Background: an optimization exercise with open tools, aiming at small area, a short achievable clock period and few clock cycles. Do not read the settings as production practice.
In this exercise RTL edits were held to simulation tests only and were not proved equivalent to the original.

==> flow/design.v (outline; a module is shown in full before it is edited, if it fits) <==
// module pse_ram: 20 lines
// module pse_mul_tree: 3286 lines
// module postfix_stack_evaluator_core: 317 lines
module postfix_stack_evaluator_core #(
  parameter int STACK_DEPTH = pse_pkg::STACK_DEPTH_DEF
) (
  input  logic                          clk,
  input  logic                          rst,
  input  logic                          s_tvalid,
  output logic                          s_tready,
  input  logic [pse_pkg::S_DATA_W-1:0]  s_tdata,    
  input  logic                          s_tlast,    
  output logic                          m_tvalid,
  input  logic                          m_tready,
  output logic [pse_pkg::M_DATA_W-1:0]  m_tdata,    
  output logic                          m_tlast     
);
  // ...
==> flow/run.sh <==
#!/bin/bash
# synth_recipe.tcl (not shown) runs the flow's synth.tcl, then flattens the netlist and writes it again
# the make line also repeats each setting of config.mk as NAME=value (left out here)
make -C /OpenROAD-flow-scripts/flow DESIGN_CONFIG=/design/flow/config.mk WORK_HOME=/design/flow/orfs CLKGATE_MAP_FILE= SYNTH_SCRIPT=/design/flow/synth_recipe.tcl finish
==> flow/config.mk <==
export PLATFORM = sky130hd
export DESIGN_NAME = postfix_stack_evaluator_core
export DESIGN_NICKNAME = postfix_stack_evaluator_core
export VERILOG_FILES = /design/flow/design.v
export SDC_FILE = /design/flow/constraint.sdc
export NUM_CORES = 4
export LEC_CHECK = 0
export CAP_MARGIN = 20
export CORE_MARGIN = 2
export CORE_UTILIZATION = 40
export SLEW_MARGIN = 20
export SYNTH_MEMORY_MAX_BITS = 8192
==> flow/constraint.sdc <==
create_clock -name core_clock -period 7.0 [get_ports {clk}]
set_input_delay 1.4000 -clock core_clock [delete_from_list [all_inputs] [get_ports {clk}]]
set_output_delay 1.4000 -clock core_clock [all_outputs]
set_load 0.01 [all_outputs]
==> results.py, run 1 <==
metrics = {
    "yosys": {
        "ys_ff_latch": 4538,
        "synthCells": 12102,
        "synth_top_area_frac": 0.628,
        "yosys.area_share.adder": 0.0580,
        "synth-xor-area-share": 0.0323,
        "netlist_area_um2": 209000,
    },
    "placed_design": {
        "gp_routability_congestion": 0.956,
        "placed_cell_area_um2": 221000,
        "dp_cells": 18748,
    },
    "routing": {
        "route.detailed.drc": 0,
        "routedWlPerCell_um": 32.0,
        "dr.pass1.iters": 6,
    },
    "global_route": {
        "grt_busiest_layer": "met2",
        "grt_util_all_layers": 0.233,
        "grt_antenna_before_repair": 44,
    },
    "setup_path": {
        "critical_path_class": "reg2reg",
        "cp.buffers_inverters": 1,
    },
    "sta": {
        "finalHoldViolCount": 0,
        "finalMaxSlewViolations": 0,
        "rsz0062_at_grt": "no",
        "fin_tns_setup_ns": 0,
    },
    "cells_and_area": {
        "largest-register": "u_stack.mem",
        "final_cell_mix": "edfxtp_1 (4,373), mux4_2 (1,290), xnor2_1 (654)",
        "buffers": 526,
        "top_regs": "u_stack.mem x4032, mc x63, ms x63",
    },
    "floorplan": {
        "dieArea_um2": 529000,
    },
    "run_status": {
        "status": "finished clean",
    },
}
Testbench counts, summed over its fixed seeds: cycles 22,515.
==> run 2: changes to the inputs <==
--- a/flow/config.mk
+++ b/flow/config.mk
@@ -5,8 +5,10 @@
 export SDC_FILE = /design/flow/constraint.sdc
 export NUM_CORES = 4
 export LEC_CHECK = 0
+export ABC_CLOCK_PERIOD_IN_PS = 3500
 export CAP_MARGIN = 20
 export CORE_MARGIN = 2
 export CORE_UTILIZATION = 40
+export SETUP_SLACK_MARGIN = 3.0
 export SLEW_MARGIN = 20
 export SYNTH_MEMORY_MAX_BITS = 8192
==> run 2 against run 1 <==
Compared with the run above: synthesized cell count unchanged; cell count increased by 4.4%; sequential share of layout area shrank 3.8 points; final area grew 7.0%; largest cell class unchanged; critical path type unchanged; clock skew grew 0.039 ns; hold slack improved by 0.0072 ns; flip-flop and latch count did not move; wire length rose by 8.0%; maximum frequency grew 12%.
==> results.py, run 2 <==
metrics = {
    "placed_design": {
        "gp_routability_congestion": 0.948,
        "io_buffers": 69,
        "hpwl_mm": 391,
        "placed_cell_area_um2": 221000,
    },
    "setup_path": {
        "rrSetupSlack_ns": 1.25,
        "start_kind": "flop",
        "r2r_cells": 25,
        "critical_path_class": "reg2reg",
        "critPathCaptureType": "flop",
        "critPathMaxFanout": 6,
        "arrival_ns": 6.55,
        "cp_data_required_time_ns": 7.80,
    },
    "clock_tree": {
        "cts_hold_buf": 0,
        "root_buffer": "clkbuf_16",
        "insertion_delay_ns": 1.09,
        "clk_pin_slew_ns": 0.06,
        "cts_tree": "built",
        "cts.sinks": 4538,
        "htree_levels": 5,
        "clock_path_buffers": 4,
        "cts_buffers": 464,
    },
    "yosys": {
        "async_reset_ff_frac": 0,
        "synth_warnings": 2,
        "syn_avg_cell_area_um2": 17.3,
        "yosys.area.top_type": "edfxtp_1",
        "synth_area_leaders": "edfxtp_1 (63%), mux4_2 (14%), fa_1 (4.1%)",
        "ys_ff_latch": 4538,
        "yosysSeqAreaShare": 0.644,
        "synthCells": 12102,
        "yosysMostFrequentCell": "edfxtp_1",
        "synth_commonest_cells": "edfxtp_1 (4,373), mux4_2 (1,290), xnor2_1 (654), clkbuf_1 (578), inv_1 (574)",
        "netlist_area_um2": 209000,
        "synth_edf_count": 4373,
        "synth_top_area_frac": 0.628,
        "ys_types": 101,
        "synth-main-ff-cell": "edfxtp_1",
    },
    "sta": {
        "finalMaxSlewViolations": 0,
        "hold_slack_ns": 0.538,
        "max_slew.worst_pin.slew_ns": 1.39,
        "post-route-min-period_ns": 5.75,
        "fin_crit_sh": 0.821,
        "skew_ns": 0.127,
        "setup_violations": 0,
        "max_freq_mhz": 174,
        "finalHoldViolCount": 0,
        "rsz0062_at_grt": "yes",
        "max_slew_margin": 0.0756,
        "fin_tns_setup_ns": 0,
    },
    "cells_and_area": {
        "top_regs": "u_stack.mem x4032, mc x63, ms x63",
        "fin_util": 0.484,
        "drive_above_1_share": 0.330,
        "largest_register_ffs": 4032,
        "final_cell_mix": "edfxtp_1 (4,373), mux4_2 (1,290), buf_4 (816)",
        "area_delta_synth_final_pct": 20.6,
        "fillerInstances": 42544,
        "multi_input_area_um2": 76100,
        "fin_nets": 13877,
        "seqCellArea_um2": 135000,
        "layout_commonest_cell": "edfxtp_1",
        "largest-register": "u_stack.mem",
        "design_area_um2": 252000,
    },
    "floorplan": {
        "num_rows": 265,
        "fp.dieH_um": 727,
        "core_um2": 521000,
        "fp.dieW_um": 727,
        "pin_count": 80,
        "start_util": 0.401,
        "dieArea_um2": 529000,
    },
    "routing": {
        "drt_iter0_drc": 16720,
        "dr.pass1.iters": 6,
        "routedWlPerCell_um": 33.1,
        "via_count": 124164,
        "route.detailed.drc": 0,
        "viasPerCell": 6.06,
        "wl_mm": 679,
        "antenna_left": 0,
    },
    "global_route": {
        "grt_max_degree": 162,
        "grt_pass1_wl_mm": 941,
        "grt_antenna_before_repair": 50,
        "grt_pass1_vias": 122801,
        "grt_util_all_layers": 0.250,
        "grt_overflow": 0,
    },
    "run_status": {
        "status": "finished clean",
    },
    "hold_path": {
        "hold_depth": 2,
        "hold_class": "reg2reg",
    },
    "flow_run": {
        "drv_cap": 0,
    },
}
[run 2: cell types whose count changed in the layout (fill, tap and decap cells not counted), sizes merged, moves of 13 or more]
| cell | change |
|---|---|
| buf | +805 |
| bufbuf | +27 |
| nor2 | +20 |
| clkinvlp | +17 |
| clkbuf | -14 |
| bufinv | +13 |
[run 2: worst paths after layout]
path                             start  endpoint
worst max-delay path            d_r[9]   d_r[28]
worst min-delay path            sd[40]    hd[40]
worst max register to register  d_r[9]   d_r[28]
worst min register to register  sd[40]    hd[40]
[run 2: per-stage QoR]
stage,std cells,setup WS (ns)
after floorplan,12106,1.29
final,20497,1.25
after detailed placement,18798,0.533
after global routing,20477,0.994
after CTS,20299,1.30
after global placement,18795,0.471
[run 2: layer usage]
| metal | vias to the layer above | GRT usage | share of wire |
|---|---|---|---|
| li1 | 49913 | - | - |
| met1 | 65748 | 0.345 | 0.39 |
| met2 | 6934 | 0.387 | 0.46 |
| met3 | 1553 | 0.0520 | 0.098 |
| met4 | 16 | 0.104 | 0.051 |
| met5 | - | 0 | 0.00017 |
[run 2: cell families (layout without fill, tap and decap cells)]
logic type	count (synthesis)	in the layout	share of synthesized area
adders and majority gates	710	710	0.0580
muxes	1591	1591	0.154
other	1	26	0.0000179
DFF	4538	4538	0.644
xor gates and xnor gates	772	772	0.0323
buffers and inverters	1414	2819	0.0258
and+or+nand+nor	1404	1424	0.0321
AOI/OAI and AO/OA	1672	1675	0.0542
[run 2: what timing repair did]
| item | in CTS | in global routing |
|---|---|---|
| pin swaps | 455 | 226 |
| cloned | 68 | 8 |
| setup endpoints to repair | 4091 | 1187 |
| buffers inserted | 571 | 166 |
| endpoints found under the hold margin | 0 | 0 |
| resized for setup | 1424 | 349 |
[run 2: layout make-up]
| type | instances | area share |
|---|---|---|
| Multi-Input combinational cell | 6177 | 0.302 |
| Antenna cell | 21 | 0.000208 |
| Inverter | 593 | 0.00928 |
| Sequential cell | 4538 | 0.534 |
| Timing Repair Buffer | 1364 | 0.0589 |
| Clock inverter | 313 | 0.0131 |
| Tap cell | 6942 | 0.0345 |
| Clock buffer | 549 | 0.0479 |
[run 2: worst max-delay path: stages, from the launching register on]
cell and delay [ns]:
edfxtp_1 0.44, ha_4 0.32, nand3_4 0.08, or3_4 0.39, or4_4 0.41, o211ai_1 0.12
a21oi_2 0.08, o21ai_4 0.24, buf_6 0.17, mux2_4 0.33, ha_4 0.25, buf_6 0.11
a21o_1 0.16, a21oi_2 0.13, nor2b_1 0.06, a311o_1 0.41, a311oi_2 0.34, o31ai_2 0.12
o211a_1 0.28, a31oi_2 0.19, buf_4 0.14, o21bai_1 0.05, a21oi_1 0.17, xnor2_1 0.11
mux2i_1 0.28, a21oi_1 0.11
==> module postfix_stack_evaluator_core, before the edit <==
module postfix_stack_evaluator_core #(
  parameter int STACK_DEPTH = pse_pkg::STACK_DEPTH_DEF
) (
  input  logic                          clk,
  input  logic                          rst,
  input  logic                          s_tvalid,
  output logic                          s_tready,
  input  logic [pse_pkg::S_DATA_W-1:0]  s_tdata,    
  input  logic                          s_tlast,    
  output logic                          m_tvalid,
  input  logic                          m_tready,
  output logic [pse_pkg::M_DATA_W-1:0]  m_tdata,    
  output logic                          m_tlast     
);
  localparam int CW = $clog2(STACK_DEPTH + 1);
  localparam int AW = $clog2(STACK_DEPTH);
  localparam logic [31:0] SAT_MAX = 32'h7FFF_FFFF;
  localparam logic [31:0] SAT_MIN = 32'h8000_0000;
  typedef enum logic [2:0] {
    X_RUN,
    X_MUL,
    X_DNORM,
    X_DITER,
    X_DFIN
  } xstate_t;
  function automatic logic [1:0] lz2(input logic [1:0] v);
    lz2 = v[1] ? 2'd0 : (v[0] ? 2'd1 : 2'd2);
  endfunction
  function automatic logic [2:0] lz4(input logic [3:0] v);
    logic [1:0] h, l;
    h = lz2(v[3:2]);
    l = lz2(v[1:0]);
    lz4 = h[1] ? {l[1], ~l[1], l[0]} : {1'b0, h};
  endfunction
  function automatic logic [3:0] lz8(input logic [7:0] v);
    logic [2:0] h, l;
    h = lz4(v[7:4]);
    l = lz4(v[3:0]);
    lz8 = h[2] ? {l[2], ~l[2], l[1:0]} : {1'b0, h};
  endfunction
  function automatic logic [4:0] lz16(input logic [15:0] v);
    logic [3:0] h, l;
    h = lz8(v[15:8]);
    l = lz8(v[7:0]);
    lz16 = h[3] ? {l[3], ~l[3], l[2:0]} : {1'b0, h};
  endfunction
  function automatic logic [5:0] lz32(input logic [31:0] v);
    logic [4:0] h, l;
    h = lz16(v[31:16]);
    l = lz16(v[15:0]);
    lz32 = h[4] ? {l[4], ~l[4], l[3:0]} : {1'b0, h};
  endfunction
  function automatic logic [pse_pkg::STATUS_W-1:0] flag(input logic [pse_pkg::STATUS_W-1:0] cur,
                                                        input logic [pse_pkg::STATUS_W-1:0] code);
    flag = (cur == pse_pkg::ST_OK) ? code : cur;
  endfunction
  xstate_t                      xs;
  logic                         tv;
  logic [pse_pkg::CMD_W-1:0]    tcmd;
  logic [15:0]                  topnd;
  logic                         tlast;
  logic [31:0]                  tos;
  logic [31:0]                  nos;
  logic [CW-1:0]                cnt;
  logic [AW-1:0]                wp;         
  logic [AW-1:0]                rp;         
  logic [pse_pkg::STATUS_W-1:0] err;
  logic                         op_last;
  logic                         hv, sv;
  logic [43:0]                  hd, sd;     
  logic [63:0]                  mt_s, mt_c;
  logic [63:0]                  ms, mc;
  logic [31:0]                  d_a, d_b;
  logic                         d_neg;
  logic                         d_sat;
  logic                         d_odd;
  logic [31:0]                  d_r;
  logic [31:0]                  d_bn;
  logic [33:0]                  d_q;
  logic [4:0]                   d_it;
  logic is_push, is_addsub, is_mul, is_div, is_arith, is_inv;
  logic full, ge2;
  logic ok_push, ok_addsub, ok_mul, ok_div;
  logic take, start_op, emit, pop, fin;
  logic [pse_pkg::STATUS_W-1:0] code, err_n, st_n;
  logic [CW-1:0] cnt_n;
  logic [31:0] tos_n;
  logic last_n;
  logic val_zero;
  logic [31:0] mem_rd;
  logic        mem_we;
  assign is_push   = (tcmd == pse_pkg::CMD_PUSH);
  assign is_addsub = (tcmd == pse_pkg::CMD_ADD) || (tcmd == pse_pkg::CMD_SUB);
  assign is_mul    = (tcmd == pse_pkg::CMD_MUL);
  assign is_div    = (tcmd == pse_pkg::CMD_DIV);
  assign is_arith  = is_addsub || is_mul || is_div;
  assign is_inv    = !is_push && !is_arith;
  assign full = (cnt == CW'(STACK_DEPTH));
  assign ge2  = (cnt >= CW'(2));
  assign ok_push   = is_push && !full;
  assign ok_addsub = is_addsub && ge2;
  assign ok_mul    = is_mul && ge2;
  assign ok_div    = is_div && ge2 && (tos != '0);
  always_comb begin
    code = pse_pkg::ST_OK;
    if (is_push && full)                 code = pse_pkg::ST_OVERFLOW;
    else if (is_arith && !ge2)           code = pse_pkg::ST_UNDERFLOW;
    else if (is_div && (tos == '0))      code = pse_pkg::ST_DIVZERO;
    else if (is_inv)                     code = pse_pkg::ST_INVALID;
  end
  assign take     = tv && (xs == X_RUN) && !sv;
  assign s_tready = !tv || take;
  assign start_op = take && (ok_mul || ok_div);
  assign fin  = ((xs == X_MUL) || (xs == X_DFIN)) && !sv;
  assign pop  = (take && ok_addsub) || fin;
  assign emit = (take && !start_op) || fin;
  logic [32:0] as_sum;
  logic [31:0] as_res;
  assign as_sum = {nos[31], nos} + ({33{tcmd[1]}} ^ {tos[31], tos}) + 33'(tcmd[1]);
  assign as_res = (as_sum[32] != as_sum[31]) ? (as_sum[32] ? SAT_MIN : SAT_MAX) : as_sum[31:0];
  pse_mul_tree u_mul (
    .x       (nos),
    .y       (tos),
    .sum_o   (mt_s),
    .carry_o (mt_c)
  );
  always_ff @(posedge clk) begin
    ms <= mt_s;
    mc <= mt_c;
  end
  logic [63:0] prod;
  logic [31:0] mul_res;
  assign prod    = ms + mc;
  assign mul_res = ((&prod[63:47]) || !(|prod[63:47])) ? prod[47:16] :
                   (prod[63] ? SAT_MIN : SAT_MAX);
  logic [5:0]  lz_a, lz_b;
  logic [31:0] a_norm, b_norm;
  logic signed [6:0] d_n;
  assign lz_a   = lz32(d_a);
  assign lz_b   = lz32(d_b);
  assign a_norm = (d_a << lz_a[4:0]) >> 1;
  assign b_norm = d_b << lz_b[4:0];
  assign d_n    = 7'sd17 + $signed({1'b0, lz_b}) - $signed({1'b0, lz_a});
  logic [32:0] st1_w, st2_w;
  logic [33:0] st1_t, st2_t;
  logic        st1_b, st2_b;
  logic [31:0] st1_r, st2_r;
  assign st1_w = {d_r, 1'b0};
  assign st1_t = {1'b0, st1_w} - {2'b00, d_bn};
  assign st1_b = !st1_t[33];
  assign st1_r = st1_b ? st1_t[31:0] : st1_w[31:0];
  assign st2_w = {st1_r, 1'b0};
  assign st2_t = {1'b0, st2_w} - {2'b00, d_bn};
  assign st2_b = !st2_t[33];
  assign st2_r = st2_b ? st2_t[31:0] : st2_w[31:0];
  logic [31:0] d_quo;
  logic [31:0] div_res;
  assign d_quo   = d_odd ? d_q[32:1] : d_q[31:0];
  assign div_res = d_sat ? (d_neg ? SAT_MIN : SAT_MAX) : (d_neg ? (~d_quo + 32'd1) : d_quo);
  always_ff @(posedge clk) begin
    if (xs == X_RUN) begin
      d_a   <= nos[31] ? (~nos + 32'd1) : nos;
      d_b   <= tos[31] ? (~tos + 32'd1) : tos;
      d_neg <= nos[31] ^ tos[31];
    end
    case (xs)
      X_DNORM: begin
        d_sat <= (d_a[31:15] >= d_b[16:0]) && (d_b[31:17] == '0);
        d_odd <= d_n[0];
        d_r   <= a_norm;
        d_bn  <= b_norm;
        d_q   <= '0;
        d_it  <= 5'(d_n[6:1] + 6'(d_n[0]));
      end
      X_DITER: begin
        d_r  <= st2_r;
        d_q  <= {d_q[31:0], st1_b, st2_b};
        d_it <= d_it - 5'd1;
      end
      default: ;
    endcase
  end
  always_comb begin
    tos_n = tos;
    case (xs)
      X_MUL:   tos_n = mul_res;
      X_DFIN:  tos_n = div_res;
      default: tos_n = ok_push ? {topnd, 16'd0} : (ok_addsub ? as_res : tos);
    endcase
  end
  always_comb begin
    err_n  = take ? flag(err, code) : err;
    last_n = take ? tlast : op_last;
    if (pop)                          cnt_n = cnt - CW'(1);
    else if (take && ok_push)         cnt_n = cnt + CW'(1);
    else                              cnt_n = cnt;
    if (last_n) begin
      st_n     = ((err_n == pse_pkg::ST_OK) && (cnt_n != CW'(1))) ? pse_pkg::ST_MALFORMED : err_n;
      val_zero = (st_n != pse_pkg::ST_OK);
    end else begin
      st_n     = err_n;
      val_zero = (cnt_n == '0);
    end
  end
  assign mem_we = take && ok_push && ge2;
  pse_ram #(
    .WIDTH (32),
    .DEPTH (STACK_DEPTH - 2),
    .AW    (AW)
  ) u_stack (
    .clk     (clk),
    .wr_en   (mem_we),
    .wr_addr (wp),
    .wr_data (nos),
    .rd_addr (rp),
    .rd_data (mem_rd)
  );
  always_ff @(posedge clk) begin
    if ((take && ok_push) || (pop)) begin
      tos <= tos_n;
    end
    if (take && ok_push) begin
      nos <= tos;
    end else if (pop) begin
      nos <= mem_rd;
    end
    if (take) begin
      op_last <= tlast;
    end
  end
  always_ff @(posedge clk) begin
    if (rst) begin
      tv  <= 1'b0;
      xs  <= X_RUN;
      cnt <= '0;
      wp  <= AW'(-2);
      rp  <= AW'(-3);
      err <= pse_pkg::ST_OK;
    end else begin
      if (s_tvalid && s_tready) begin
        tv    <= 1'b1;
        tcmd  <= s_tdata[2:0];
        topnd <= s_tdata[18:3];
        tlast <= s_tlast;
      end else if (take) begin
        tv <= 1'b0;
      end
      if (emit && last_n) begin
        cnt <= '0;
        wp  <= AW'(-2);
        rp  <= AW'(-3);
        err <= pse_pkg::ST_OK;
      end else begin
        cnt <= cnt_n;
        err <= err_n;
        if (pop) begin
          wp <= wp - AW'(1);
          rp <= rp - AW'(1);
        end else if (take && ok_push) begin
          wp <= wp + AW'(1);
          rp <= rp + AW'(1);
        end
      end
      case (xs)
        X_RUN: begin
          if (take && ok_mul)      xs <= X_MUL;
          else if (take && ok_div) xs <= X_DNORM;
        end
        X_MUL: begin
          if (!sv) xs <= X_RUN;
        end
        X_DNORM: begin
          if ((d_a[31:15] >= d_b[16:0]) && (d_b[31:17] == '0)) xs <= X_DFIN;
          else if (d_n <= 7'sd0)                              xs <= X_DFIN;
          else                                                xs <= X_DITER;
        end
        X_DITER: begin
          if (d_it == 5'd1) xs <= X_DFIN;
        end
        X_DFIN: begin
          if (!sv) xs <= X_RUN;
        end
        default: xs <= X_RUN;
      endcase
    end
  end
  logic [43:0] res_n;
  assign res_n = {last_n, (last_n ? 8'd0 : 8'(cnt_n)), st_n, (val_zero ? 32'd0 : tos_n)};
  always_ff @(posedge clk) begin
    if (rst) begin
      hv <= 1'b0;
      sv <= 1'b0;
    end else begin
      if (!hv || m_tready) begin
        if (sv) begin
          hv <= 1'b1;
          sv <= emit;
        end else begin
          hv <= emit;
        end
      end else if (emit) begin
        sv <= 1'b1;
      end
    end
  end
  always_ff @(posedge clk) begin
    if (!hv || m_tready) begin
      hd <= sv ? sd : res_n;
    end
    if (emit) begin
      sd <= res_n;
    end
  end
  assign m_tvalid = hv;
  assign m_tdata  = {5'd0, hd[42:0]};
  assign m_tlast  = hd[43];
endmodule
==> run 3: changes to the inputs <==
--- a/flow/design.v
+++ b/flow/design.v
@@ -3403,18 +3403,22 @@
   logic [AW-1:0]                rp;         
   logic [pse_pkg::STATUS_W-1:0] err;
   logic                         op_last;
-  logic                         hv, sv;
-  logic [43:0]                  hd, sd;     
+  logic                         hv;
+  logic [43:0]                  hd;         
+  logic                         room;
   logic [63:0]                  mt_s, mt_c;
   logic [63:0]                  ms, mc;
   logic [31:0]                  d_a, d_b;
+  logic [5:0]                   lz_a, lz_b;
   logic                         d_neg;
   logic                         d_sat;
-  logic                         d_odd;
-  logic [31:0]                  d_r;
-  logic [31:0]                  d_bn;
-  logic [33:0]                  d_q;
-  logic [4:0]                   d_it;
+  logic                         d_first;
+  logic [36:0]                  d_r;        
+  logic [36:0]                  d_b1;       
+  logic [39:0]                  d_b3, d_b5, d_b7;
+  logic [31:0]                  d_q;
+  logic [31:0]                  d_qm;       
+  logic [3:0]                   d_it;
   logic is_push, is_addsub, is_mul, is_div, is_arith, is_inv;
   logic full, ge2;
   logic ok_push, ok_addsub, ok_mul, ok_div;
@@ -3437,20 +3441,24 @@
   assign ok_push   = is_push && !full;
   assign ok_addsub = is_addsub && ge2;
   assign ok_mul    = is_mul && ge2;
-  assign ok_div    = is_div && ge2 && (tos != '0);
+  assign ok_div    = is_div && ge2;
   always_comb begin
     code = pse_pkg::ST_OK;
     if (is_push && full)                 code = pse_pkg::ST_OVERFLOW;
     else if (is_arith && !ge2)           code = pse_pkg::ST_UNDERFLOW;
-    else if (is_div && (tos == '0))      code = pse_pkg::ST_DIVZERO;
     else if (is_inv)                     code = pse_pkg::ST_INVALID;
   end
-  assign take     = tv && (xs == X_RUN) && !sv;
+  assign room     = !hv || m_tready;
+  assign take     = tv && (xs == X_RUN) && room;
   assign s_tready = !tv || take;
   assign start_op = take && (ok_mul || ok_div);
-  assign fin  = ((xs == X_MUL) || (xs == X_DFIN)) && !sv;
+  logic dz;
+  assign dz   = (xs == X_DNORM) && lz_b[5] && room;
+  logic d_last;
+  assign d_last = (xs == X_DITER) && (d_it == 4'd1);
+  assign fin  = ((xs == X_MUL) || (xs == X_DFIN) || d_last) && room;
   assign pop  = (take && ok_addsub) || fin;
-  assign emit = (take && !start_op) || fin;
+  assign emit = (take && !start_op) || fin || dz;
   logic [32:0] as_sum;
   logic [31:0] as_res;
   assign as_sum = {nos[31], nos} + ({33{tcmd[1]}} ^ {tos[31], tos}) + 33'(tcmd[1]);
@@ -3470,49 +3478,98 @@
   assign prod    = ms + mc;
   assign mul_res = ((&prod[63:47]) || !(|prod[63:47])) ? prod[47:16] :
                    (prod[63] ? SAT_MIN : SAT_MAX);
-  logic [5:0]  lz_a, lz_b;
   logic [31:0] a_norm, b_norm;
-  logic signed [6:0] d_n;
-  assign lz_a   = lz32(d_a);
-  assign lz_b   = lz32(d_b);
-  assign a_norm = (d_a << lz_a[4:0]) >> 1;
+  logic [31:0] abs_nos, abs_tos;
+  logic signed [6:0] d_k;
+  assign abs_nos = nos[31] ? (~nos + 32'd1) : nos;
+  assign abs_tos = tos[31] ? (~tos + 32'd1) : tos;
+  logic [3:0]  k_steps;
+  logic [1:0]  k_sh;        
+  assign a_norm = d_a << lz_a[4:0];
   assign b_norm = d_b << lz_b[4:0];
-  assign d_n    = 7'sd17 + $signed({1'b0, lz_b}) - $signed({1'b0, lz_a});
-  logic [32:0] st1_w, st2_w;
-  logic [33:0] st1_t, st2_t;
-  logic        st1_b, st2_b;
-  logic [31:0] st1_r, st2_r;
-  assign st1_w = {d_r, 1'b0};
-  assign st1_t = {1'b0, st1_w} - {2'b00, d_bn};
-  assign st1_b = !st1_t[33];
-  assign st1_r = st1_b ? st1_t[31:0] : st1_w[31:0];
-  assign st2_w = {st1_r, 1'b0};
-  assign st2_t = {1'b0, st2_w} - {2'b00, d_bn};
-  assign st2_b = !st2_t[33];
-  assign st2_r = st2_b ? st2_t[31:0] : st2_w[31:0];
-  logic [31:0] d_quo;
-  logic [31:0] div_res;
-  assign d_quo   = d_odd ? d_q[32:1] : d_q[31:0];
-  assign div_res = d_sat ? (d_neg ? SAT_MIN : SAT_MAX) : (d_neg ? (~d_quo + 32'd1) : d_quo);
+  assign d_k    = 7'sd16 + $signed({1'b0, lz_b}) - $signed({1'b0, lz_a});
+  always_comb begin
+    k_steps = '0;
+    k_sh    = '0;
+    for (int i = 0; i < 32; i++) begin
+      if (d_k[4:0] == 5'(i)) begin
+        k_steps = 4'((i + 5) / 3);
+        k_sh    = 2'(5 - (3 * ((i + 5) / 3) - i));
+      end
+    end
+  end
+  logic [39:0] r8_w;
+  logic [40:0] r8_t [1:7];
+  logic [7:1]  r8_g;
+  logic [7:0]  r8_sel;
+  logic [36:0] r8_r;
+  logic [2:0]  r8_d;
+  logic [39:0] r8_m [1:7];
+  assign r8_m[1] = {3'b000, d_b1};
+  assign r8_m[2] = {2'b00, d_b1, 1'b0};
+  assign r8_m[3] = d_b3;
+  assign r8_m[4] = {1'b0, d_b1, 2'b00};
+  assign r8_m[5] = d_b5;
+  assign r8_m[6] = {d_b3[38:0], 1'b0};
+  assign r8_m[7] = d_b7;
+  assign r8_w = {d_r, 3'b000};
+  always_comb begin
+    for (int j = 1; j <= 7; j++) begin
+      r8_t[j] = {1'b0, r8_w} - {1'b0, r8_m[j]};
+      r8_g[j] = !r8_t[j][40] && (!d_first || (j == 1));
+    end
+    r8_sel[0] = !r8_g[1];
+    for (int j = 1; j <= 6; j++) begin
+      r8_sel[j] = r8_g[j] && !r8_g[j+1];
+    end
+    r8_sel[7] = r8_g[7];
+    r8_r = {37{r8_sel[0]}} & r8_w[36:0];
+    for (int j = 1; j <= 7; j++) begin
+      r8_r = r8_r | ({37{r8_sel[j]}} & r8_t[j][36:0]);
+    end
+    r8_d[2] = r8_g[4];
+    r8_d[1] = (r8_g[2] && !r8_g[4]) || r8_g[6];
+    r8_d[0] = (r8_g[1] && !r8_g[2]) || (r8_g[3] && !r8_g[4]) || (r8_g[5] && !r8_g[6]) || r8_g[7];
+  end
+  logic [31:0] q_n, qm_n;
+  logic [31:0] div_res, div_sat;
+  assign q_n     = {d_q[28:0], r8_d};
+  assign qm_n    = (r8_d != 3'd0) ? {d_q[28:0], r8_d - 3'd1} : {d_qm[28:0], 3'b111};
+  assign div_res = d_neg ? ~qm_n : q_n;
+  assign div_sat = d_sat ? (d_neg ? SAT_MIN : SAT_MAX) : 32'd0;
   always_ff @(posedge clk) begin
     if (xs == X_RUN) begin
-      d_a   <= nos[31] ? (~nos + 32'd1) : nos;
-      d_b   <= tos[31] ? (~tos + 32'd1) : tos;
+      d_a   <= abs_nos;
+      d_b   <= abs_tos;
+      lz_a  <= lz32(abs_nos);
+      lz_b  <= lz32(abs_tos);
       d_neg <= nos[31] ^ tos[31];
     end
     case (xs)
       X_DNORM: begin
-        d_sat <= (d_a[31:15] >= d_b[16:0]) && (d_b[31:17] == '0);
-        d_odd <= d_n[0];
-        d_r   <= a_norm;
-        d_bn  <= b_norm;
-        d_q   <= '0;
-        d_it  <= 5'(d_n[6:1] + 6'(d_n[0]));
+        d_sat   <= (d_a[31:15] >= d_b[16:0]) && (d_b[31:17] == '0);
+        d_first <= 1'b1;
+        case (k_sh)
+          2'd2:    d_r <= {3'b000, a_norm, 2'b00};
+          2'd1:    d_r <= {4'b0000, a_norm, 1'b0};
+          default: d_r <= {5'b00000, a_norm};
+        endcase
+        d_b1    <= {b_norm, 5'b00000};
+        d_q     <= '0;
+        d_qm    <= '1;
+        d_it    <= k_steps;
       end
-      X_DITER: begin
-        d_r  <= st2_r;
-        d_q  <= {d_q[31:0], st1_b, st2_b};
-        d_it <= d_it - 5'd1;
+      X_DITER: if (!d_last || room) begin
+        d_first <= 1'b0;
+        if (d_first) begin
+          d_b3 <= {3'b000, d_b1} + {2'b00, d_b1, 1'b0};
+          d_b5 <= {3'b000, d_b1} + {1'b0, d_b1, 2'b00};
+          d_b7 <= {d_b1, 3'b000} - {3'b000, d_b1};
+        end
+        d_r  <= r8_r;
+        d_q  <= q_n;
+        d_qm <= qm_n;
+        d_it <= d_it - 4'd1;
       end
       default: ;
     endcase
@@ -3520,13 +3577,15 @@
   always_comb begin
     tos_n = tos;
     case (xs)
+      X_RUN:   tos_n = ok_push ? {topnd, 16'd0} : (ok_addsub ? as_res : tos);
       X_MUL:   tos_n = mul_res;
-      X_DFIN:  tos_n = div_res;
-      default: tos_n = ok_push ? {topnd, 16'd0} : (ok_addsub ? as_res : tos);
+      X_DITER: tos_n = div_res;
+      X_DFIN:  tos_n = div_sat;
+      default: tos_n = tos;
     endcase
   end
   always_comb begin
-    err_n  = take ? flag(err, code) : err;
+    err_n  = take ? flag(err, code) : (dz ? flag(err, pse_pkg::ST_DIVZERO) : err);
     last_n = take ? tlast : op_last;
     if (pop)                          cnt_n = cnt - CW'(1);
     else if (take && ok_push)         cnt_n = cnt + CW'(1);
@@ -3604,18 +3663,24 @@
           else if (take && ok_div) xs <= X_DNORM;
         end
         X_MUL: begin
-          if (!sv) xs <= X_RUN;
+          if (room) xs <= X_RUN;
         end
         X_DNORM: begin
-          if ((d_a[31:15] >= d_b[16:0]) && (d_b[31:17] == '0)) xs <= X_DFIN;
-          else if (d_n <= 7'sd0)                              xs <= X_DFIN;
-          else                                                xs <= X_DITER;
+          if (lz_b[5]) begin
+            if (room) xs <= X_RUN;
+          end else if ((d_a[31:15] >= d_b[16:0]) && (d_b[31:17] == '0)) begin
+            xs <= X_DFIN;
+          end else if (d_k < 7'sd0) begin
+            xs <= X_DFIN;
+          end else begin
+            xs <= X_DITER;
+          end
         end
         X_DITER: begin
-          if (d_it == 5'd1) xs <= X_DFIN;
+          if (d_last && room) xs <= X_RUN;
         end
         X_DFIN: begin
-          if (!sv) xs <= X_RUN;
+          if (room) xs <= X_RUN;
         end
         default: xs <= X_RUN;
       endcase
@@ -3626,26 +3691,15 @@
   always_ff @(posedge clk) begin
     if (rst) begin
       hv <= 1'b0;
-      sv <= 1'b0;
-    end else begin
-      if (!hv || m_tready) begin
-        if (sv) begin
-          hv <= 1'b1;
-          sv <= emit;
-        end else begin
-          hv <= emit;
-        end
-      end else if (emit) begin
-        sv <= 1'b1;
-      end
+    end else if (emit) begin
+      hv <= 1'b1;
+    end else if (m_tready) begin
+      hv <= 1'b0;
     end
   end
   always_ff @(posedge clk) begin
-    if (!hv || m_tready) begin
-      hd <= sv ? sd : res_n;
-    end
     if (emit) begin
-      sd <= res_n;
+      hd <= res_n;
     end
   end
   assign m_tvalid = hv;
--- a/flow/config.mk
+++ b/flow/config.mk
@@ -5,10 +5,9 @@
 export SDC_FILE = /design/flow/constraint.sdc
 export NUM_CORES = 4
 export LEC_CHECK = 0
-export ABC_CLOCK_PERIOD_IN_PS = 3500
 export CAP_MARGIN = 20
 export CORE_MARGIN = 2
 export CORE_UTILIZATION = 40
-export SETUP_SLACK_MARGIN = 3.0
+export SETUP_SLACK_MARGIN = 2.5
 export SLEW_MARGIN = 20
 export SYNTH_MEMORY_MAX_BITS = 8192
==> run 3 against run 2 <==
Compared with the run above: largest cell class unchanged; synthesized cell count grew 13%; register-to-register slack gained 0.24 ns; first-iteration DRC count shrank 9.8%.
==> results.py, run 3 <==
metrics = {
    "cells_and_area": {
        "drive_above_1_share": 0.258,
        "area_delta_synth_final_pct": 16.8,
        "fillerInstances": 47268,
        "seqCellArea_um2": 138000,
        "layout_commonest_cell": "edfxtp_1",
        "top_regs": "u_stack.mem x4032, mc x63, ms x63",
        "final_cells": 22267,
        "final_cell_mix": "edfxtp_1 (4,471), mux4_2 (1,318), xnor2_1 (755)",
        "multi_input_area_um2": 84100,
        "largest_register_ffs": 4032,
        "largest-register": "u_stack.mem",
        "design_area_um2": 260000,
        "fin_nets": 15407,
    },
    "global_route": {
        "grt_overflow": 0,
        "grt_pass1_vias": 131206,
        "grt_max_degree": 164,
        "grt_antenna_before_repair": 30,
        "grt_pass1_wl_mm": 963,
        "grt_util_all_layers": 0.236,
    },
    "sta": {
        "skew_ns": 0.104,
        "finalMaxSlewViolations": 0,
        "fin_tns_setup_ns": 0,
        "rsz0062_at_grt": "yes",
        "layout_setup_ws_ns": 1.49,
        "finalHoldViolCount": 0,
        "setup_violations": 0,
        "max_slew_margin": 0.152,
        "fin_crit_sh": 0.788,
        "max_slew.worst_pin.slew_ns": 1.26,
        "post-route-min-period_ns": 5.51,
        "max_freq_mhz": 181,
    },
    "setup_path": {
        "critPathMaxFanout": 5,
        "arrival_ns": 6.29,
        "rrSetupSlack_ns": 1.49,
        "cp_data_required_time_ns": 7.77,
        "critical_path_class": "reg2reg",
        "r2r_cells": 26,
        "timing.rr.end": "hd[22]",
        "start_kind": "flop",
        "rr_startpoint": "d_b1[6]",
        "critPathCaptureType": "flop",
    },
    "clock_tree": {
        "cts.sinks": 4635,
        "insertion_delay_ns": 1.05,
        "htree_levels": 5,
        "cts_hold_buf": 0,
        "root_buffer": "clkbuf_16",
        "cts_buffers": 473,
        "cts_tree": "built",
        "clock_path_buffers": 4,
        "clk_pin_slew_ns": 0.06,
    },
    "yosys": {
        "yosysMostFrequentCell": "edfxtp_1",
        "netlist_area_um2": 223000,
        "yosys.area.top_type": "edfxtp_1",
        "synth-main-ff-cell": "edfxtp_1",
        "async_reset_ff_frac": 0,
        "ys_ff_latch": 4635,
        "synth_commonest_cells": "edfxtp_1 (4,471), mux4_2 (1,318), xnor2_1 (790), inv_1 (727), nor2_1 (579)",
        "synth_warnings": 4,
        "syn_avg_cell_area_um2": 16.3,
        "ys_types": 115,
        "synth_edf_count": 4471,
        "synth_area_leaders": "edfxtp_1 (60%), mux4_2 (13%), fa_1 (4.0%)",
        "synthCells": 13692,
        "yosysSeqAreaShare": 0.617,
        "synth_top_area_frac": 0.602,
    },
    "hold_path": {
        "hp-start": "rp[6]",
        "hold_end": "rp[6]",
        "hold_depth": 2,
        "hold_class": "reg2reg",
    },
    "floorplan": {
        "fp.dieW_um": 751,
        "pin_count": 80,
        "dieArea_um2": 563000,
        "start_util": 0.401,
        "num_rows": 274,
        "core_um2": 556000,
        "fp.dieH_um": 751,
    },
    "routing": {
        "viasPerCell": 5.90,
        "route.detailed.drc": 0,
        "routedWlPerCell_um": 30.5,
        "drt_iter0_drc": 15081,
        "dr.pass1.iters": 6,
        "antenna_left": 0,
        "via_count": 131376,
        "wl_mm": 679,
    },
    "placed_design": {
        "pre_cts_slack_ns": 0.656,
        "placed_cell_area_um2": 236000,
        "hpwl_mm": 415,
        "dp_cells": 20943,
        "gp_routability_congestion": 0.908,
        "io_buffers": 69,
    },
    "run_status": {
        "status": "finished clean",
    },
    "flow_run": {
        "drv_cap": 0,
    },
}
run 3: kinds of logic after synthesis:
family,after synthesis,share of synthesized area
muxes,1527,0.143
xor gates and xnor gates,970,0.0381
adders and majority gates,981,0.0699
other,1,0.0000168
AOI/OAI and AO/OA,2239,0.0678
DFF,4635,0.617
and+or+nand+nor,1789,0.0380
buffers and inverters,1550,0.0264
run 3: how the worst max path moves through the flow:
| stage | start | endpoint | slack [ns] | depth (start not counted) |
|---|---|---|---|---|
| after floorplan | nos[31] | ms[36] | 1.02 | 15 |
| after CTS | d_b1[6] | hd[26] | 1.58 | 25 |
| final | d_b1[6] | hd[22] | 1.49 | 26 |
| after global routing | d_r[3] | hd[9] | 1.37 | 27 |
| after detailed placement | d_b1[6] | hd[15] | 0.66 | 22 |
| after global placement | d_b1[6] | hd[15] | 0.68 | 22 |
run 3: routing by layer:
metal  wire, um  track usage
met4      29500       0.0868
met1     275000        0.325
met2     317000        0.378
met5         61            0
met3      57700       0.0421
run 3: critical path: stages, from the launching register on:
cell        delay [ns]
edfxtp_1          0.40
clkinvlp_4        0.20
buf_4             0.19
ha_4              0.21
nor2b_1           0.15
o31ai_2           0.22
buf_4             0.16
a21oi_2           0.08
nor4_4            0.36
o211ai_1          0.28
a221oi_2          0.41
a21oi_2           0.12
nand4_1           0.10
and3_4            0.22
nor2b_4           0.05
nor4_4            0.31
buf_6             0.19
ha_4              0.14
a21bo_4           0.28
buf_12            0.14
buf_16            0.14
buf_4             0.14
mux2_4            0.21
a21oi_4           0.06
a221oi_2          0.18
o211ai_1          0.15
and2_1            0.19
run 3: final cells by class:
class,instances,area share
clock inverters,299,0.0105
inverters,743,0.0113
well taps,7452,0.0358
repair buffers,1031,0.0433
flip-flops and latches,4635,0.528
clock buffers,578,0.0475
multi-input cells,7513,0.323
diodes,16,0.000154
run 3: per-stage QoR:
step                       util  hold slack, ns
after floorplan               -           0.417
after global placement    0.425           0.501
after detailed placement  0.425           0.514
after CTS                 0.464           0.530
after global routing      0.468           0.573
final                     0.468           0.532
run 3: repair_timing:
item	4_1_cts	5_1_grt
pin swaps	197	157
gates cloned	31	2
resized for setup	704	316
endpoints found under the setup margin	2515	581
buffers inserted	310	87
Testbench counts of run 3, summed over its fixed seeds: cycles 19,624.
==> run 4: changes to the inputs <==
--- a/flow/design.v
+++ b/flow/design.v
@@ -3414,8 +3414,9 @@
   logic                         d_sat;
   logic                         d_first;
   logic [36:0]                  d_r;        
-  logic [36:0]                  d_b1;       
-  logic [39:0]                  d_b3, d_b5, d_b7;
+  logic [31:0]                  d_b1;       
+  logic [33:0]                  d_b3;       
+  logic [34:0]                  d_b5, d_b7;
   logic [31:0]                  d_q;
   logic [31:0]                  d_qm;       
   logic [3:0]                   d_it;
@@ -3505,13 +3506,13 @@
   logic [36:0] r8_r;
   logic [2:0]  r8_d;
   logic [39:0] r8_m [1:7];
-  assign r8_m[1] = {3'b000, d_b1};
-  assign r8_m[2] = {2'b00, d_b1, 1'b0};
-  assign r8_m[3] = d_b3;
-  assign r8_m[4] = {1'b0, d_b1, 2'b00};
-  assign r8_m[5] = d_b5;
-  assign r8_m[6] = {d_b3[38:0], 1'b0};
-  assign r8_m[7] = d_b7;
+  assign r8_m[1] = {3'b000, d_b1, 5'd0};
+  assign r8_m[2] = {2'b00, d_b1, 6'd0};
+  assign r8_m[3] = {1'b0, d_b3, 5'd0};
+  assign r8_m[4] = {1'b0, d_b1, 7'd0};
+  assign r8_m[5] = {d_b5, 5'd0};
+  assign r8_m[6] = {d_b3, 6'd0};
+  assign r8_m[7] = {d_b7, 5'd0};
   assign r8_w = {d_r, 3'b000};
   always_comb begin
     for (int j = 1; j <= 7; j++) begin
@@ -3534,7 +3535,7 @@
   logic [31:0] q_n, qm_n;
   logic [31:0] div_res, div_sat;
   assign q_n     = {d_q[28:0], r8_d};
-  assign qm_n    = (r8_d != 3'd0) ? {d_q[28:0], r8_d - 3'd1} : {d_qm[28:0], 3'b111};
+  assign qm_n    = r8_g[1] ? {d_q[28:0], r8_d - 3'd1} : {d_qm[28:0], 3'b111};
   assign div_res = d_neg ? ~qm_n : q_n;
   assign div_sat = d_sat ? (d_neg ? SAT_MIN : SAT_MAX) : 32'd0;
   always_ff @(posedge clk) begin
@@ -3554,7 +3555,7 @@
           2'd1:    d_r <= {4'b0000, a_norm, 1'b0};
           default: d_r <= {5'b00000, a_norm};
         endcase
-        d_b1    <= {b_norm, 5'b00000};
+        d_b1    <= b_norm;
         d_q     <= '0;
         d_qm    <= '1;
         d_it    <= k_steps;
@@ -3562,7 +3563,7 @@
       X_DITER: if (!d_last || room) begin
         d_first <= 1'b0;
         if (d_first) begin
-          d_b3 <= {3'b000, d_b1} + {2'b00, d_b1, 1'b0};
+          d_b3 <= {2'b00, d_b1} + {1'b0, d_b1, 1'b0};
           d_b5 <= {3'b000, d_b1} + {1'b0, d_b1, 2'b00};
           d_b7 <= {d_b1, 3'b000} - {3'b000, d_b1};
         end
--- a/flow/config.mk
+++ b/flow/config.mk
@@ -7,7 +7,7 @@
 export LEC_CHECK = 0
 export CAP_MARGIN = 20
 export CORE_MARGIN = 2
-export CORE_UTILIZATION = 40
-export SETUP_SLACK_MARGIN = 2.5
+export CORE_UTILIZATION = 55
+export SETUP_SLACK_MARGIN = 2.0
 export SLEW_MARGIN = 20
 export SYNTH_MEMORY_MAX_BITS = 8192
==> run 4 against run 3 <==
Compared with the run above: maximum frequency increased by 9.4%; worst setup slack improved by 0.47 ns; highest routed layer unchanged.
==> results.py, run 4 <==
metrics = {
    "floorplan": {
        "fp.dieH_um": 642,
        "start_util": 0.552,
        "core_um2": 406000,
        "num_rows": 234,
        "fp.dieW_um": 642,
        "pin_count": 80,
        "dieArea_um2": 412000,
    },
    "setup_path": {
        "crit_family": "simple AND/OR/NAND/NOR gates",
        "arrival_ns": 5.77,
        "cp_common_cell": "or3_1",
        "critPathMaxFanout": 8,
        "start_kind": "flop",
        "cpPeakStageDelay_ns": 0.59,
        "cp_data_required_time_ns": 7.73,
        "critical_path_class": "reg2reg",
        "path_cells": "ha_2, nand4_1, or3_1, or3_1, o22a_1, nand3_4, a41oi_2, xnor2_1, or4_1, nor4_4, buf_4, a21o_4, a21oi_2, a2111o_1, and2_1",
        "critPathCaptureType": "flop",
        "cpMaxStageDelayCell": "or4_1",
        "cp.buffers_inverters": 1,
    },
    "placed_design": {
        "gp_routability_congestion": 0.945,
        "hpwl_mm": 438,
        "io_buffers": 69,
    },
    "sta": {
        "fin_tns_setup_ns": 0,
        "finalHoldViolCount": 0,
        "post-route-min-period_ns": 5.04,
        "rsz0062_at_grt": "yes",
        "setup_violations": 0,
        "finalMaxSlewViolations": 0,
        "max_freq_mhz": 198,
        "skew_ns": 0.0922,
        "max_slew.worst_pin.slew_ns": 1.15,
        "max_slew_margin": 0.233,
        "fin_crit_sh": 0.720,
    },
    "cells_and_area": {
        "top_regs": "u_stack.mem x4032, mc x63, ms x63",
        "largest-register": "u_stack.mem",
        "layout_commonest_cell": "edfxtp_1",
        "largest_register_ffs": 4032,
        "fillerInstances": 29196,
        "final_cell_mix": "edfxtp_1 (4,471), mux4_2 (1,317), xnor2_1 (804)",
        "drive_above_1_share": 0.229,
        "fin_nets": 15360,
        "area_delta_synth_final_pct": 13.5,
        "fin_util": 0.626,
    },
    "global_route": {
        "grt_antenna_before_repair": 61,
        "grt_pass1_vias": 132462,
        "grt_overflow": 0,
        "grt_pass1_wl_mm": 974,
        "grt_util_all_layers": 0.331,
        "grt_max_degree": 165,
    },
    "routing": {
        "top_layer": "met5",
        "wl_met1_mm": 279,
        "route.met3.wl_mm": 68.5,
        "antenna_left": 0,
        "dr.pass1.iters": 6,
        "drt_iter0_drc": 17577,
        "route.detailed.drc": 0,
        "routedWlPerCell_um": 34.2,
        "wl_mm": 692,
        "route.met2.wl_mm": 316,
        "via_count": 134400,
        "viasPerCell": 6.65,
    },
    "clock_tree": {
        "clock_path_buffers": 4,
        "cts.sinks": 4635,
        "cts_buffers": 469,
        "cts_tree": "built",
        "insertion_delay_ns": 1.05,
        "cts_hold_buf": 0,
        "root_buffer": "clkbuf_16",
        "htree_levels": 5,
        "clk_pin_slew_ns": 0.06,
    },
    "yosys": {
        "yosysSeqAreaShare": 0.615,
        "synth_area_leaders": "edfxtp_1 (60%), mux4_2 (13%), fa_1 (3.9%)",
        "async_reset_ff_frac": 0,
        "yosys.area.top_type": "edfxtp_1",
        "synthCells": 13819,
        "synth_warnings": 4,
        "synth-main-ff-cell": "edfxtp_1",
        "ys_ff_latch": 4635,
        "synth_top_area_frac": 0.600,
        "netlist_area_um2": 224000,
        "ys_types": 121,
        "synth_edf_count": 4471,
        "syn_avg_cell_area_um2": 16.2,
        "synth_commonest_cells": "edfxtp_1 (4,471), mux4_2 (1,317), xnor2_1 (812), inv_1 (754), clkbuf_1 (591)",
        "yosysMostFrequentCell": "edfxtp_1",
    },
    "run_status": {
        "status": "finished clean",
    },
    "hold_path": {
        "hold_class": "reg2reg",
    },
    "flow_run": {
        "drv_cap": 0,
    },
}
## run 4: cell types whose count changed in the layout (fill, tap and decap cells not counted), moves of 37 or more
cell / change
o21ai_1: -44
a22oi_2: -50
inv_2: -37
a21oi_1: +79
a22oi_1: +65
xnor2_1: +49
buf_12: -68
o21ai_0: +59
inv_1: +69
buf_6: -53
## run 4: what timing repair did
item,4_1_cts,5_1_grt
endpoints found under the hold margin,0,0
pin swaps,27,85
cloned,8,8
setup endpoints to repair,2565,1149
setup buffers,125,158
gates resized for setup,177,216
## run 4: final cells by class
type / instances / area [um2] / share of cell area
Clock buffer: 558 / 12200 / 0.0479
Tap cell: 5428 / 6790 / 0.0267
Antenna cell: 28 / 70.1 / 0.000276
Multi-Input combinational cell: 7606 / 82700 / 0.326
Sequential cell: 4635 / 138000 / 0.542
Clock inverter: 321 / 3370 / 0.0133
Inverter: 768 / 2960 / 0.0117
Timing Repair Buffer: 871 / 8340 / 0.0328
## run 4: routing by layer
| layer | up-vias | track usage |
|---|---|---|
| li1 | 55291 | - |
| met1 | 70480 | 0.478 |
| met2 | 7283 | 0.503 |
| met3 | 1316 | 0.0680 |
| met4 | 30 | 0.117 |
| met5 | - | 0 |
## run 4: final timing paths
path                from     end  slack, ns  cells after the start
setup / recovery  mc[40]   hd[7]       1.96                     15
hold / removal    d_r[1]  d_r[4]       0.54                      2
setup reg to reg  mc[40]   hd[7]       1.96                     15
hold reg to reg   d_r[1]  d_r[4]       0.54                      2
## run 4: cells by family after synthesis
group / Yosys count / share of synthesized area
adders and majority gates: 981 / 0.0696
xor gates and xnor gates: 980 / 0.0384
muxes: 1528 / 0.142
DFF: 4635 / 0.615
AOI/OAI and AO/OA: 2315 / 0.0697
other: 1 / 0.0000168
and+or+nand+nor: 1790 / 0.0379
buffers and inverters: 1589 / 0.0272
## run 4: worst register-to-register path, cell delays in order (launching register included)
cell and delay [ns]:
dfxtp_1 0.31, ha_2 0.44, nand4_1 0.22, or3_1 0.48, or3_1 0.46, o22a_1 0.33
nand3_4 0.14, a41oi_2 0.16, xnor2_1 0.19, or4_1 0.59, nor4_4 0.23, buf_4 0.23
a21o_4 0.27, a21oi_2 0.10, a2111o_1 0.45, and2_1 0.18
## run 4: metrics by stage
| step | area (um2) | worst slack, ns | hold slack [ns] | std cells |
|---|---|---|---|---|
| final | 254000 | 1.96 | 0.539 | 20215 |
| after global routing | 254000 | 1.87 | 0.556 | 20189 |
| after CTS | 251000 | 1.93 | 0.534 | 20019 |
| after detailed placement | 234000 | 0.586 | 0.516 | 19007 |
| after global placement | 234000 | 0.683 | 0.493 | 19003 |
| after floorplan | 224000 | 0.868 | 0.417 | 13823 |
Testbench counts of run 4, summed over its fixed seeds: cycles 19,624.
==> run 5: changes to the inputs <==
--- a/flow/design.v
+++ b/flow/design.v
@@ -3504,7 +3504,7 @@
   logic [7:1]  r8_g;
   logic [7:0]  r8_sel;
   logic [36:0] r8_r;
-  logic [2:0]  r8_d;
+  logic [2:0]  r8_d, r8_dm;
   logic [39:0] r8_m [1:7];
   assign r8_m[1] = {3'b000, d_b1, 5'd0};
   assign r8_m[2] = {2'b00, d_b1, 6'd0};
@@ -3528,22 +3528,25 @@
     for (int j = 1; j <= 7; j++) begin
       r8_r = r8_r | ({37{r8_sel[j]}} & r8_t[j][36:0]);
     end
-    r8_d[2] = r8_g[4];
-    r8_d[1] = (r8_g[2] && !r8_g[4]) || r8_g[6];
-    r8_d[0] = (r8_g[1] && !r8_g[2]) || (r8_g[3] && !r8_g[4]) || (r8_g[5] && !r8_g[6]) || r8_g[7];
+    r8_d[0]  = r8_sel[1] || r8_sel[3] || r8_sel[5] || r8_sel[7];
+    r8_d[1]  = r8_sel[2] || r8_sel[3] || r8_sel[6] || r8_sel[7];
+    r8_d[2]  = r8_sel[4] || r8_sel[5] || r8_sel[6] || r8_sel[7];
+    r8_dm[0] = r8_sel[2] || r8_sel[4] || r8_sel[6];
+    r8_dm[1] = r8_sel[3] || r8_sel[4] || r8_sel[7];
+    r8_dm[2] = r8_sel[5] || r8_sel[6] || r8_sel[7];
   end
   logic [31:0] q_n, qm_n;
   logic [31:0] div_res, div_sat;
   assign q_n     = {d_q[28:0], r8_d};
-  assign qm_n    = r8_g[1] ? {d_q[28:0], r8_d - 3'd1} : {d_qm[28:0], 3'b111};
+  assign qm_n    = r8_g[1] ? {d_q[28:0], r8_dm} : {d_qm[28:0], 3'b111};
   assign div_res = d_neg ? ~qm_n : q_n;
   assign div_sat = d_sat ? (d_neg ? SAT_MIN : SAT_MAX) : 32'd0;
   always_ff @(posedge clk) begin
+    d_a  <= abs_nos;
+    d_b  <= abs_tos;
+    lz_a <= lz32(abs_nos);
+    lz_b <= lz32(abs_tos);
     if (xs == X_RUN) begin
-      d_a   <= abs_nos;
-      d_b   <= abs_tos;
-      lz_a  <= lz32(abs_nos);
-      lz_b  <= lz32(abs_tos);
       d_neg <= nos[31] ^ tos[31];
     end
     case (xs)
--- a/flow/config.mk
+++ b/flow/config.mk
@@ -8,6 +8,7 @@
 export CAP_MARGIN = 20
 export CORE_MARGIN = 2
 export CORE_UTILIZATION = 55
+export CTS_BUF_LIST = sky130_fd_sc_hd__clkbuf_8
 export SETUP_SLACK_MARGIN = 2.0
 export SLEW_MARGIN = 20
 export SYNTH_MEMORY_MAX_BITS = 8192
==> run 5 against run 4 <==
Compared with the run above: worst setup slack better by 0.0039 ns; hold slack got worse by 0.0074 ns; non-clock buffer count down 13; count of clock-buffer cells in the layout up 201; flip-flop and latch count stayed put; first-iteration DRC count down 5.0%; area after synthesis down 0.38%; critical path depth up 1.
==> results.py, run 5 <==
metrics = {
    "routing": {
        "routedWlPerCell_um": 33.7,
        "via_count": 135251,
        "route.detailed.drc": 0,
        "wl_mm": 696,
        "viasPerCell": 6.54,
        "antenna_left": 0,
        "dr.pass1.iters": 7,
        "drt_iter0_drc": 16695,
    },
    "yosys": {
        "yosysMostFrequentCell": "edfxtp_1",
        "synth_commonest_cells": "edfxtp_1 (4,395), mux4_2 (1,315), xnor2_1 (785), inv_1 (748), nor2_1 (615)",
        "ys_types": 97,
        "synth_warnings": 4,
        "syn_avg_cell_area_um2": 16.0,
        "yosysSeqAreaShare": 0.614,
        "netlist_area_um2": 223000,
        "synthCells": 13890,
        "yosys.area.top_type": "edfxtp_1",
        "synth_area_leaders": "edfxtp_1 (59%), mux4_2 (13%), fa_1 (4.0%)",
        "synth-main-ff-cell": "edfxtp_1",
        "ys_ff_latch": 4635,
        "synth_edf_count": 4395,
        "async_reset_ff_frac": 0,
        "synth_top_area_frac": 0.592,
    },
    "clock_tree": {
        "htree_levels": 6,
        "insertion_delay_ns": 1.27,
        "clk_pin_slew_ns": 0.06,
        "cts_tree": "built",
        "clock_path_buffers": 4,
        "cts_hold_buf": 0,
        "root_buffer": "clkbuf_8",
        "cts.sinks": 4635,
        "cts_buffers": 741,
    },
    "setup_path": {
        "cp.buffers_inverters": 7,
        "start_kind": "flop",
        "cp_data_required_time_ns": 8.09,
        "path_cells": "clkinvlp_4, ha_4, buf_12, buf_8, a22oi_1, xnor2_1, ha_1, inv_1, fa_1, inv_1, fa_1, inv_1, fa_1, inv_1, fa_2, fa_2",
        "arrival_ns": 6.12,
        "rr_startpoint": "tos[12]",
        "critical_path_class": "reg2reg",
        "crit_family": "adder cells",
        "cpMaxStageDelayCell": "fa_1",
        "critPathMaxFanout": 18,
        "critPathCaptureType": "flop",
        "startpoint": "tos[12]",
        "cpPeakStageDelay_ns": 0.62,
        "cp_common_cell": "inv_1",
    },
    "floorplan": {
        "fp.dieW_um": 641,
        "dieArea_um2": 410000,
        "pin_count": 80,
        "num_rows": 233,
        "fp.dieH_um": 641,
        "start_util": 0.553,
        "core_um2": 403000,
    },
    "global_route": {
        "grt_pass1_wl_mm": 979,
        "grt_busiest_layer": "met2",
        "grt_util_met3": 0.0702,
        "global_route.usage.met2": 0.516,
        "grt_max_degree": 164,
        "grt_pass1_vias": 134947,
        "grt_util_met1": 0.477,
        "grt_overflow": 0,
        "grt_util_all_layers": 0.336,
        "grt_antenna_before_repair": 38,
    },
    "flow_run": {
        "drv_cap": 0,
    },
    "sta": {
        "skew_ns": 0.109,
        "max_freq_mhz": 199,
        "finalMaxSlewViolations": 0,
        "finalHoldViolCount": 0,
        "post-route-min-period_ns": 5.04,
        "fin_tns_setup_ns": 0,
        "fin_crit_sh": 0.719,
        "max_slew_margin": 0.173,
        "setup_violations": 0,
        "max_slew.worst_pin.slew_ns": 1.24,
        "rsz0062_at_grt": "yes",
    },
    "run_status": {
        "status": "finished clean",
    },
    "cells_and_area": {
        "final_cell_mix": "edfxtp_1 (4,395), mux4_2 (1,315), inv_1 (991)",
        "largest-register": "u_stack.mem",
        "fin_nets": 15670,
        "layout_commonest_cell": "edfxtp_1",
        "top_regs": "u_stack.mem x4032, mc x63, ms x63",
        "fin_util": 0.622,
        "drive_above_1_share": 0.233,
        "area_delta_synth_final_pct": 12.6,
        "largest_register_ffs": 4032,
    },
    "placed_design": {
        "hpwl_mm": 439,
        "io_buffers": 69,
        "gp_routability_congestion": 0.964,
    },
    "hold_path": {
        "hp-start": "rp[5]",
        "hold_class": "reg2reg",
    },
}
[run 5: changes by cell type after synthesis, moves of 24 or more]
cell	previous run	this run
buf_1	190	214
a21oi_1	544	508
edfxtp_1	4471	4395
nor2_1	564	615
dfxtp_1	164	240
o21bai_1	52	87
xnor2_1	812	785
[run 5: area by class of cell]
class | instances | area, um2
multi-input combinational | 7661 | 82700
antenna | 19 | 47.5
timing repair buffer | 858 | 8130
clock inverter | 562 | 3050
clock buffer | 759 | 10400
fill | 29645 | 152000
timing repair inverter | 1 | 5.00
tap | 5405 | 6760
inverter | 765 | 2960
sequential | 4635 | 137000
[run 5: final timing paths]
check | endpoint | slack [ns] | cells after the start
setup reg to reg | ms[28] | 1.96 | 16
hold / removal | flop | 0.53 | 2
hold reg to reg | flop | 0.53 | 2
setup / recovery | ms[28] | 1.96 | 16
[run 5: timing repair]
item | CTS | global route
pin swaps | 22 | 51
setup buffers | 101 | 113
gates resized for setup | 186 | 177
setup endpoints to repair | 1569 | 217
cloned | 5 | 6
[run 5: stage by stage]
stage	hold slack (ns)	setup WS (ns)	cell area (um2)	instances
final	0.531	1.96	251000	20665
after global routing	0.548	1.92	251000	20647
after CTS	0.528	1.95	249000	20526
after detailed placement	0.513	0.873	234000	19099
after global placement	0.510	0.941	234000	19093
after floorplan	0.390	0.923	224000	13894
[run 5: logic make-up (layout without fill, tap and decap cells)]
| group | count (synthesis) | in the layout | share of synthesized area |
|---|---|---|---|
| flops | 4635 | 4635 | 0.614 |
| compound gates | 2330 | 2330 | 0.0701 |
| simple gates | 1859 | 1860 | 0.0388 |
| buf+inv | 1599 | 2945 | 0.0271 |
| mux | 1515 | 1515 | 0.142 |
| fa+ha+maj | 983 | 983 | 0.0700 |
| xor+xnor | 968 | 968 | 0.0380 |
| other cells | 1 | 24 | 0.0000168 |
[run 5: tightest hold or removal path: stages, from the launching register on]
cell and delay (ns):
dfxtp_1 0.32, nand2_1 0.06, o211ai_1 0.10
[run 5: routing by layer]
metal | part of all wire | vias up
met4 | 0.041 | 14
met2 | 0.46 | 7325
met1 | 0.40 | 70659
li1 | - | 55927
met3 | 0.098 | 1326
met5 | 0.00013 | -
Testbench counts of run 5, summed over its fixed seeds: cycles 19,624.

separate check: timing with driven ports:
The results above use ideal ports. As a check the final layouts listed here were re-extracted and re-timed, cells and wires unchanged.
Step 1, drivers: a clkbuf_16 drives clk and a buf_2 each remaining input, both assumed.
Step 2 adds t to the input delays and takes it off the output delays; t is the mean of the earliest and latest rising clock arrival at the registers after step 1. Input paths then give back, and output paths get back, about the clock's delay inside the block.
Three values: no drivers, after step 1, after step 2; two values: the first two.
| run | shift t [ns] | slack for setup (ns) | worst hold slack (ns) | clock arrival spread, ns | worst register clock-pin slew, ns |
|---|---|---|---|---|---|
| run 1 | 1.129 | 0.568 / 0.568 / 0.568 | 0.531 / 0.531 / 0.531 | 0.088 / 0.088 | 0.07 / 0.07 |
| run 2 | 1.143 | 1.250 / 1.250 / 1.250 | 0.538 / 0.538 / 0.538 | 0.129 / 0.129 | 0.07 / 0.07 |
| run 3 | 1.117 | 1.486 / 1.486 / 1.486 | 0.532 / 0.532 / 0.532 | 0.109 / 0.109 | 0.07 / 0.07 |
| run 4 | 1.116 | 1.961 / 1.961 / 1.229 | 0.539 / 0.539 / 0.539 | 0.095 / 0.094 | 0.08 / 0.08 |
| run 5 | 1.324 | 1.965 / 1.965 / 1.293 | 0.531 / 0.531 / 0.531 | 0.127 / 0.127 | 0.08 / 0.08 |
After both steps setup and hold are still met in every run listed. The setup slack of run 4, which loses most, moves by 0.000 ns with the drivers and by -0.732 ns with both steps.
